From an optimization exercise on the open Yosys and OpenROAD flow, aimed at small area and a short achievable clock period; shortcuts taken in it are not production practice.
In this exercise RTL edits were held to simulation tests only and were not proved equivalent to the original.
Power is estimated from default activity; no workload was simulated.

==> run a <==
// sort_buffer
module sort_buffer (
	input  logic                 clk,
	input  logic                 rst_n,
	input  sort_pkg::sort_word_t data_in,
	input  logic                 valid_in,
	input  logic                 ready,
	output sort_pkg::sort_word_t data_out,
	output logic                 valid_out,
	output logic                 full
);
	localparam int ns = sort_pkg::depth;
	localparam int w  = sort_pkg::word_w;
	localparam int kw = sort_pkg::key_w;
	localparam int np = ns * (ns - 1) / 2;
	logic [ns-1:0][w-1:0]  slot;       
	logic [ns-1:0]         occ;        
	logic [np-1:0]         prec;       
	logic [sort_pkg::idle_w-1:0] idle_cnt;
	logic                  at_limit;
	logic                  drain;
	logic [ns-1:0]         head;       
	logic [ns-1:0]         fsel;       
	logic [w-1:0]          head_rec;
	logic [ns-1:0]         lt;         
	logic [ns-1:0]         wsel;       
	logic [w-1:0]          dout_d;
	logic [ns-1:0]         slot_we;
  ...
==> module sort_rank_store, before the edit <==
module sort_rank_store #(
	parameter int ns = 5,
	parameter int np = 10
) (
	input  sort_pkg::sort_word_t                        data_in,
	input  logic                                        valid_in,
	input  logic                                        ready,
	input  logic                                        full,
	input  logic [ns-1:0]                               head,
	input  logic [ns-1:0]                               fsel,
	input  logic [sort_pkg::word_w-1:0]                 head_rec,
	output logic [sort_pkg::word_w-1:0]                 dout_d,
	output logic [ns-1:0]                               slot_we,
	output logic [np-1:0]                               prec_we,
	output logic [ns-1:0]                               wsel
);
	localparam int kw = sort_pkg::key_w;
	logic          in_first;   
	logic          wr;         
	always_comb begin
		logic [kw-1:0] g, t;
		g = ~data_in.f.key & head_rec[kw+1:2];
		t = ~data_in.f.key | head_rec[kw+1:2];
		for (int s = 1; s < kw; s = s * 2) begin
			for (int k = 0; k + s < kw; k = k + 2 * s) begin
				g[k] = g[k+s] | (t[k+s] & g[k]);
				t[k] = t[k+s] & t[k];
			end
		end
		in_first = g[0];
	end
	assign wsel    = full ? head : fsel;
	assign wr      = ready && valid_in && !(full && in_first);
	assign slot_we = wsel & {ns{wr}};
	assign dout_d  = (valid_in && in_first) ? data_in.raw : head_rec;
	always_comb begin
		for (int i = 0; i < ns; i++) begin
			for (int j = i + 1; j < ns; j++) begin
				prec_we[i*ns - i*(i+1)/2 + j-i-1] = wr && (wsel[i] || wsel[j]);
			end
		end
	end
endmodule
==> module sort_buffer, before the edit <==
module sort_buffer (
	input  logic                 clk,
	input  logic                 rst_n,
	input  sort_pkg::sort_word_t data_in,
	input  logic                 valid_in,
	input  logic                 ready,
	output sort_pkg::sort_word_t data_out,
	output logic                 valid_out,
	output logic                 full
);
	localparam int ns = sort_pkg::depth;
	localparam int w  = sort_pkg::word_w;
	localparam int kw = sort_pkg::key_w;
	localparam int np = ns * (ns - 1) / 2;
	logic [ns-1:0][w-1:0]  slot;       
	logic [ns-1:0]         occ;        
	logic [np-1:0]         prec;       
	logic [sort_pkg::idle_w-1:0] idle_cnt;
	logic                  at_limit;
	logic                  drain;
	logic [ns-1:0]         head;       
	logic [ns-1:0]         fsel;       
	logic [w-1:0]          head_rec;
	logic [ns-1:0]         lt;         
	logic [ns-1:0]         wsel;       
	logic [w-1:0]          dout_d;
	logic [ns-1:0]         slot_we;
	logic [np-1:0]         prec_we;
	logic [np-1:0]         prec_d;
	always_comb begin
		for (int i = 0; i < ns; i++) begin
			head[i] = occ[i];
			for (int j = i + 1; j < ns; j++) begin
				if (occ[j] && !prec[i*ns - i*(i+1)/2 + j-i-1]) head[i] = 1'b0;
			end
		end
		for (int i = 0; i < ns; i++) begin
			for (int j = i + 1; j < ns; j++) begin
				if (occ[i] && prec[i*ns - i*(i+1)/2 + j-i-1]) head[j] = 1'b0;
			end
		end
	end
	always_comb begin
		logic taken;
		taken = 1'b0;
		for (int i = 0; i < ns; i++) begin
			fsel[i] = !occ[i] && !taken;
			if (!occ[i]) taken = 1'b1;
		end
	end
	always_comb begin
		head_rec = '0;
		for (int i = 0; i < ns; i++) begin
			if (head[i]) head_rec = head_rec | slot[i];
		end
	end
	always_comb begin
		logic [kw-1:0] g, t, kin, ks;
		kin = data_in.f.key;
		for (int i = 0; i < ns; i++) begin
			ks = slot[i][kw+1:2];
			g  = ~kin & ks;
			t  = ~kin | ks;
			for (int s = 1; s < kw; s = s * 2) begin
				for (int k = 0; k + s < kw; k = k + 2 * s) begin
					g[k] = g[k+s] | (t[k+s] & g[k]);
					t[k] = t[k+s] & t[k];
				end
			end
			lt[i] = g[0];
		end
	end
	always_comb begin
		for (int i = 0; i < ns; i++) begin
			for (int j = i + 1; j < ns; j++) begin
				prec_d[i*ns - i*(i+1)/2 + j-i-1] = wsel[i] ? lt[j] : !lt[i];
			end
		end
	end
	assign at_limit = (int'(idle_cnt) == sort_pkg::idle_limit);
	assign drain    = !valid_in && at_limit && occ != '0;
	sort_rank_store #(.ns(ns), .np(np)) sort_rank_store_inst (
		.data_in  (data_in),
		.valid_in (valid_in),
		.ready    (ready),
		.full     (full),
		.head     (head),
		.fsel     (fsel),
		.head_rec (head_rec),
		.dout_d   (dout_d),
		.slot_we  (slot_we),
		.prec_we  (prec_we),
		.wsel     (wsel)
	);
	always_ff @(posedge clk or negedge rst_n) begin
		if (!rst_n) begin
			occ       <= '0;
			full      <= 1'b0;
			valid_out <= 1'b0;
			idle_cnt  <= '0;
		end else if (ready) begin
			if (valid_in) begin
				idle_cnt <= '0;
			end else if (!at_limit) begin
				idle_cnt <= idle_cnt + 1'b1;
			end
			if (valid_in && !full) begin
				occ       <= occ | fsel;
				full      <= &(occ | fsel);
				valid_out <= 1'b0;
			end else if (valid_in) begin
				valid_out <= 1'b1;
			end else if (drain) begin
				valid_out <= 1'b1;
				occ       <= occ & ~head;
				full      <= 1'b0;
			end else begin
				valid_out <= 1'b0;
			end
		end
	end
	always_ff @(posedge clk) begin
		if (ready) data_out <= dout_d;
	end
	always_ff @(posedge clk) begin
		for (int i = 0; i < ns; i++) begin
			if (slot_we[i]) slot[i] <= data_in;
		end
	end
	always_ff @(posedge clk) begin
		for (int p = 0; p < np; p++) begin
			if (prec_we[p]) prec[p] <= prec_d[p];
		end
	end
endmodule
clock: 12.0 ns
lec_check: 0
cap_margin: 20
core_margin: 2
core_utilization: 60
setup_slack_margin: 0.6
slew_margin: 20
synth_hierarchical: 1
standard.sh (not shown) runs the stock make flow with config.mk's settings and CLKGATE_MAP_FILE= SYNTH_SCRIPT=/design/flow/synth_recipe.tcl, a recipe that flattens the netlist after the stock synthesis.
==> flow/flow/run.sh <==
#!/bin/bash
# The standard layout (standard.sh) with these changes:
#  - synthesis is the standard flow's script, with abc run from flow/abc.script (here a
#    copy of ORFS's abc_speed.script) through flow/synth.tcl;
#  - the port buffers are buf_2 cells (buffer_ports otherwise picks a slow
#    clock delay cell);
#  - the timing repair aims for a larger setup margin, and its total
#    negative slack pass covers the worst 10% of endpoints;
#  - abc sizes its cells for a 2 fF load (ABC_LOAD_IN_FF) instead of 5;
#  - clock tree synthesis clusters up to 30 sinks per clkbuf_16 and adds no
#    dummy loads.
set -euo pipefail
here=$(pwd)
export FLOW_ABC_SCRIPT=$here/flow/abc.script
bash standard.sh \
	SYNTH_SCRIPT=$here/flow/synth.tcl \
	"BUFFER_PORTS_ARGS=-buffer_cell sky130_fd_sc_hd__buf_2" \
	SETUP_SLACK_MARGIN=8 \
	TNS_END_PERCENT=10 \
	ABC_LOAD_IN_FF=2 \
	"CTS_ARGS=-sink_clustering_enable -repair_clock_nets -sink_clustering_size 30 -sink_clustering_max_diameter 100 -buf_list sky130_fd_sc_hd__clkbuf_16 -dont_use_dummy_load" \
	finish > standard_flow.log 2>&1
==> flow/flow/abc.script <==
&get -n
&st
&dch
&nf
&st
&syn2
&if -g -K 6
&synch2
&nf
&st
&syn2
&if -g -K 6
&synch2
&nf
&st
&syn2
&if -g -K 6
&synch2
&nf
&st
&syn2
&if -g -K 6
&synch2
&nf
&st
&syn2
&if -g -K 6
&synch2
&nf
&put
buffer -c
topo
stime -c
upsize -c
dnsize -c
==> flow/flow/synth.tcl <==
# The standard synthesis script (synth_recipe.tcl), with one change: the
# combinational mapping runs abc with the script in flow/abc.script instead
# of ORFS's abc_speed.script. Registers are mapped before abc, as in the
# standard synthesis, so they keep their cells and names.
proc synth {args} { yosys synth -nofsm -noshare {*}$args }
proc abc {args} {
  set i [lsearch $args -script]
  if {$i >= 0} { lset args [expr {$i + 1}] $::env(FLOW_ABC_SCRIPT) }
  yosys abc {*}$args
}
source $::env(SCRIPTS_DIR)/synth.tcl
# left out here: clear keep_hierarchy, flatten, clean up, hide names made inside functions, write 1_2_yosys.v
==> inputs of run b, as changes to run a <==
==> flow/design.v (replaced) <==
package sort_pkg;
	localparam int word_w     = 40;    
	localparam int key_w      = 20;    
	localparam int depth      = 5;     
	localparam int count_w    = 3;     
	localparam int idle_limit = 16;    
	localparam int idle_w     = 5;     
	typedef struct packed {
		logic [3:0]       src;     
		logic [13:0]      spare;
		logic [key_w-1:0] key;
		logic [1:0]       tag;
	} sort_fields_t;
	typedef union packed {
		logic [word_w-1:0] raw;
		sort_fields_t      f;
	} sort_word_t;
endpackage
`timescale 1ns/1ps
module sort_buffer (
	input  logic                 clk,
	input  logic                 rst_n,
	input  sort_pkg::sort_word_t data_in,
	input  logic                 valid_in,
	input  logic                 ready,
	output sort_pkg::sort_word_t data_out,
	output logic                 valid_out,
	output logic                 full
);
	localparam int ns = sort_pkg::depth;
	localparam int w  = sort_pkg::word_w;
	localparam int kw = sort_pkg::key_w;
	logic [ns-1:0][w-1:0]  slot;       
	logic [ns-1:0]         occ;        
	logic [ns-1:0][ns-1:0] prec;       
	logic [sort_pkg::idle_w-1:0] idle_cnt;
	logic                  at_limit;
	logic                  drain;
	logic [ns-1:0]         lt;         
	logic [ns-1:0]         head;       
	logic [ns-1:0]         fsel;       
	logic [ns-1:0]         wsel;       
	logic                  in_first;   
	logic                  wr;         
	logic [w-1:0]          head_rec;
	always_comb begin
		logic [kw-1:0] g, t, kin, ks;
		kin = data_in.f.key;
		for (int i = 0; i < ns; i++) begin
			ks = slot[i][kw+1:2];
			g  = ~kin & ks;
			t  = ~kin | ks;
			for (int s = 1; s < kw; s = s * 2) begin
				for (int k = 0; k + s < kw; k = k + 2 * s) begin
					g[k] = g[k+s] | (t[k+s] & g[k]);
					t[k] = t[k+s] & t[k];
				end
			end
			lt[i] = g[0];
		end
	end
	always_comb begin
		for (int i = 0; i < ns; i++) begin
			head[i] = occ[i];
			for (int j = 0; j < ns; j++) begin
				if (j > i && occ[j] && !prec[i][j]) head[i] = 1'b0;
				if (j < i && occ[j] && prec[j][i]) head[i] = 1'b0;
			end
		end
	end
	always_comb begin
		logic taken;
		taken = 1'b0;
		for (int i = 0; i < ns; i++) begin
			fsel[i] = !occ[i] && !taken;
			if (!occ[i]) taken = 1'b1;
		end
	end
	always_comb begin
		head_rec = '0;
		for (int i = 0; i < ns; i++) begin
			if (head[i]) head_rec = head_rec | slot[i];
		end
	end
	always_comb begin
		logic [kw-1:0] g, t, kin, ks;
		kin = data_in.f.key;
		ks  = head_rec[kw+1:2];
		g   = ~kin & ks;
		t   = ~kin | ks;
		for (int s = 1; s < kw; s = s * 2) begin
			for (int k = 0; k + s < kw; k = k + 2 * s) begin
				g[k] = g[k+s] | (t[k+s] & g[k]);
				t[k] = t[k+s] & t[k];
			end
		end
		in_first = g[0];
	end
	assign at_limit = (int'(idle_cnt) == sort_pkg::idle_limit);
	assign drain    = !valid_in && at_limit && occ != '0;
	assign wsel     = full ? head : fsel;
	assign wr       = ready && valid_in && !(full && in_first);
	always_ff @(posedge clk or negedge rst_n) begin
		if (!rst_n) begin
			occ       <= '0;
			full      <= 1'b0;
			valid_out <= 1'b0;
			idle_cnt  <= '0;
		end else if (ready) begin
			if (valid_in) begin
				idle_cnt <= '0;
			end else if (!at_limit) begin
				idle_cnt <= idle_cnt + 1'b1;
			end
			if (valid_in && !full) begin
				occ       <= occ | fsel;
				full      <= &(occ | fsel);
				valid_out <= 1'b0;
			end else if (valid_in) begin
				valid_out <= 1'b1;
			end else if (drain) begin
				valid_out <= 1'b1;
				occ       <= occ & ~head;
				full      <= 1'b0;
			end else begin
				valid_out <= 1'b0;
			end
		end
	end
	always_ff @(posedge clk) begin
		if (ready) begin
			data_out <= (valid_in && in_first) ? data_in : head_rec;
		end
	end
	always_ff @(posedge clk) begin
		for (int i = 0; i < ns; i++) begin
			if (wr && wsel[i]) slot[i] <= data_in;
		end
	end
	always_ff @(posedge clk) begin
		for (int i = 0; i < ns; i++) begin
			for (int j = i + 1; j < ns; j++) begin
				if (wr && wsel[i]) prec[i][j] <= lt[j];
				else if (wr && wsel[j]) prec[i][j] <= !lt[i];
			end
		end
	end
endmodule
--- a/flow/flow/run.sh
+++ b/flow/flow/run.sh
@@ -8,3 +8,2 @@
 #    negative slack pass covers the worst 10% of endpoints;
-#  - abc sizes its cells for a 2 fF load (ABC_LOAD_IN_FF) instead of 5;
 #  - clock tree synthesis clusters up to 30 sinks per clkbuf_16 and adds no
@@ -17,5 +16,4 @@
 	"BUFFER_PORTS_ARGS=-buffer_cell sky130_fd_sc_hd__buf_2" \
-	SETUP_SLACK_MARGIN=8 \
+	SETUP_SLACK_MARGIN=7.5 \
 	TNS_END_PERCENT=10 \
-	ABC_LOAD_IN_FF=2 \
 	"CTS_ARGS=-sink_clustering_enable -repair_clock_nets -sink_clustering_size 30 -sink_clustering_max_diameter 100 -buf_list sky130_fd_sc_hd__clkbuf_16 -dont_use_dummy_load" \
SYNTH_HIERARCHICAL = unset   (was 1)
==> inputs of run c, as changes to run a <==
==> flow/design.v (replaced) <==
package sort_pkg;
	localparam int word_w     = 40;    
	localparam int key_w      = 20;    
	localparam int depth      = 5;     
	localparam int count_w    = 3;     
	localparam int idle_limit = 16;    
	localparam int idle_w     = 5;     
	typedef struct packed {
		logic [3:0]       src;     
		logic [13:0]      spare;
		logic [key_w-1:0] key;
		logic [1:0]       tag;
	} sort_fields_t;
	typedef union packed {
		logic [word_w-1:0] raw;
		sort_fields_t      f;
	} sort_word_t;
endpackage
`timescale 1ns/1ps
module sort_buffer (
	input  logic                 clk,
	input  logic                 rst_n,
	input  sort_pkg::sort_word_t data_in,
	input  logic                 valid_in,
	input  logic                 ready,
	output sort_pkg::sort_word_t data_out,
	output logic                 valid_out,
	output logic                 full
);
	localparam int ns = sort_pkg::depth;
	localparam int w  = sort_pkg::word_w;
	localparam int kw = sort_pkg::key_w;
	logic [ns-1:0][w-1:0]  slot;       
	logic [ns-1:0]         occ;        
	logic [ns-1:0][ns-1:0] prec;       
	logic [sort_pkg::idle_w-1:0] idle_cnt;
	logic                  at_limit;
	logic                  drain;
	logic [ns-1:0]         lt;         
	logic [ns-1:0]         head;       
	logic [ns-1:0]         fsel;       
	logic [ns-1:0]         wsel;       
	logic                  in_first;   
	logic                  wr;         
	logic [w-1:0]          head_rec;
	always_comb begin
		logic [kw-1:0] g, t, kin, ks;
		kin = data_in.f.key;
		for (int i = 0; i < ns; i++) begin
			ks = slot[i][kw+1:2];
			g  = ~kin & ks;
			t  = ~kin | ks;
			for (int s = 1; s < kw; s = s * 2) begin
				for (int k = 0; k + s < kw; k = k + 2 * s) begin
					g[k] = g[k+s] | (t[k+s] & g[k]);
					t[k] = t[k+s] & t[k];
				end
			end
			lt[i] = g[0];
		end
	end
	always_comb begin
		for (int i = 0; i < ns; i++) begin
			head[i] = occ[i];
			for (int j = 0; j < ns; j++) begin
				if (j > i && occ[j] && !prec[i][j]) head[i] = 1'b0;
				if (j < i && occ[j] && prec[j][i]) head[i] = 1'b0;
			end
		end
	end
	always_comb begin
		logic taken;
		taken = 1'b0;
		for (int i = 0; i < ns; i++) begin
			fsel[i] = !occ[i] && !taken;
			if (!occ[i]) taken = 1'b1;
		end
	end
	always_comb begin
		head_rec = '0;
		for (int i = 0; i < ns; i++) begin
			if (head[i]) head_rec = head_rec | slot[i];
		end
	end
	assign in_first = |(head & lt);
	assign at_limit = (int'(idle_cnt) == sort_pkg::idle_limit);
	assign drain    = !valid_in && at_limit && occ != '0;
	assign wsel     = full ? head : fsel;
	assign wr       = ready && valid_in && !(full && in_first);
	always_ff @(posedge clk or negedge rst_n) begin
		if (!rst_n) begin
			occ       <= '0;
			full      <= 1'b0;
			valid_out <= 1'b0;
			idle_cnt  <= '0;
		end else if (ready) begin
			if (valid_in) begin
				idle_cnt <= '0;
			end else if (!at_limit) begin
				idle_cnt <= idle_cnt + 1'b1;
			end
			if (valid_in && !full) begin
				occ       <= occ | fsel;
				full      <= &(occ | fsel);
				valid_out <= 1'b0;
			end else if (valid_in) begin
				valid_out <= 1'b1;
			end else if (drain) begin
				valid_out <= 1'b1;
				occ       <= occ & ~head;
				full      <= 1'b0;
			end else begin
				valid_out <= 1'b0;
			end
		end
	end
	always_ff @(posedge clk) begin
		if (ready) begin
			data_out <= (valid_in && in_first) ? data_in : head_rec;
		end
	end
	always_ff @(posedge clk) begin
		for (int i = 0; i < ns; i++) begin
			if (wr && wsel[i]) slot[i] <= data_in;
		end
	end
	always_ff @(posedge clk) begin
		for (int i = 0; i < ns; i++) begin
			for (int j = i + 1; j < ns; j++) begin
				if (wr && wsel[i]) prec[i][j] <= lt[j];
				else if (wr && wsel[j]) prec[i][j] <= !lt[i];
			end
		end
	end
endmodule
==> flow/flow/run.sh (replaced) <==
#!/bin/bash
set -euo pipefail
bash standard.sh \
	"BUFFER_PORTS_ARGS=-buffer_cell sky130_fd_sc_hd__buf_2" \
	SETUP_SLACK_MARGIN=7 \
	finish > standard_flow.log 2>&1
CORE_UTILIZATION = 30   (was 60)
SYNTH_HIERARCHICAL = unset   (was 1)
removed: flow/flow/abc.script
removed: flow/flow/synth.tcl
==> run notes <==
Run a completed with no timing, DRC or antenna violations. Run b went through all stages and came out clean. Run c completed without violations.
Flip-flop and latch count is the same in run a and run c.
Global-route usage, lowest first: run c, run a, run b.
Register-to-register slack: run c > run a > run b.
Sequential power: run a > run b > run c.
Setup slack: run b is better than run c (0.30 ns).

separate check: timing with driven ports:
The flow's constraints put no driver on any port. The routed layouts listed below were extracted and timed again, unchanged, in two steps.
Step 1: set_driving_cell puts a clkbuf_16 on clk and a buf_2 on each other input, an assumption about the parent block.
Step 2 moves the port delays by t, midway between the first and last clock arrival at a register: inputs arrive t later, outputs are due t later. That takes back most of the time a late clock gives input paths.
a / b / c = ideal / step 1 / step 2; a / b = the first two.
| run | t, ns | setup slack, ns | worst setup path at the end | clock arrival spread, ns | worst slew at a driven data input, ns |
|---|---|---|---|---|---|
| run a | 0.523 | 7.981 / 7.960 / 7.437 | input to register | 0.058 / 0.058 | 0.07 |
| run b | 0.528 | 7.450 / 7.478 / 6.950 | input to register | 0.027 / 0.027 | 0.05 |
| run c | 0.591 | 7.152 / 7.181 / 6.590 | input to register | 0.014 / 0.014 | 0.06 |
After both steps setup and hold are still met in every run listed. The setup slack of run c, which loses most, moves by +0.029 ns with the drivers and by -0.562 ns with both steps.
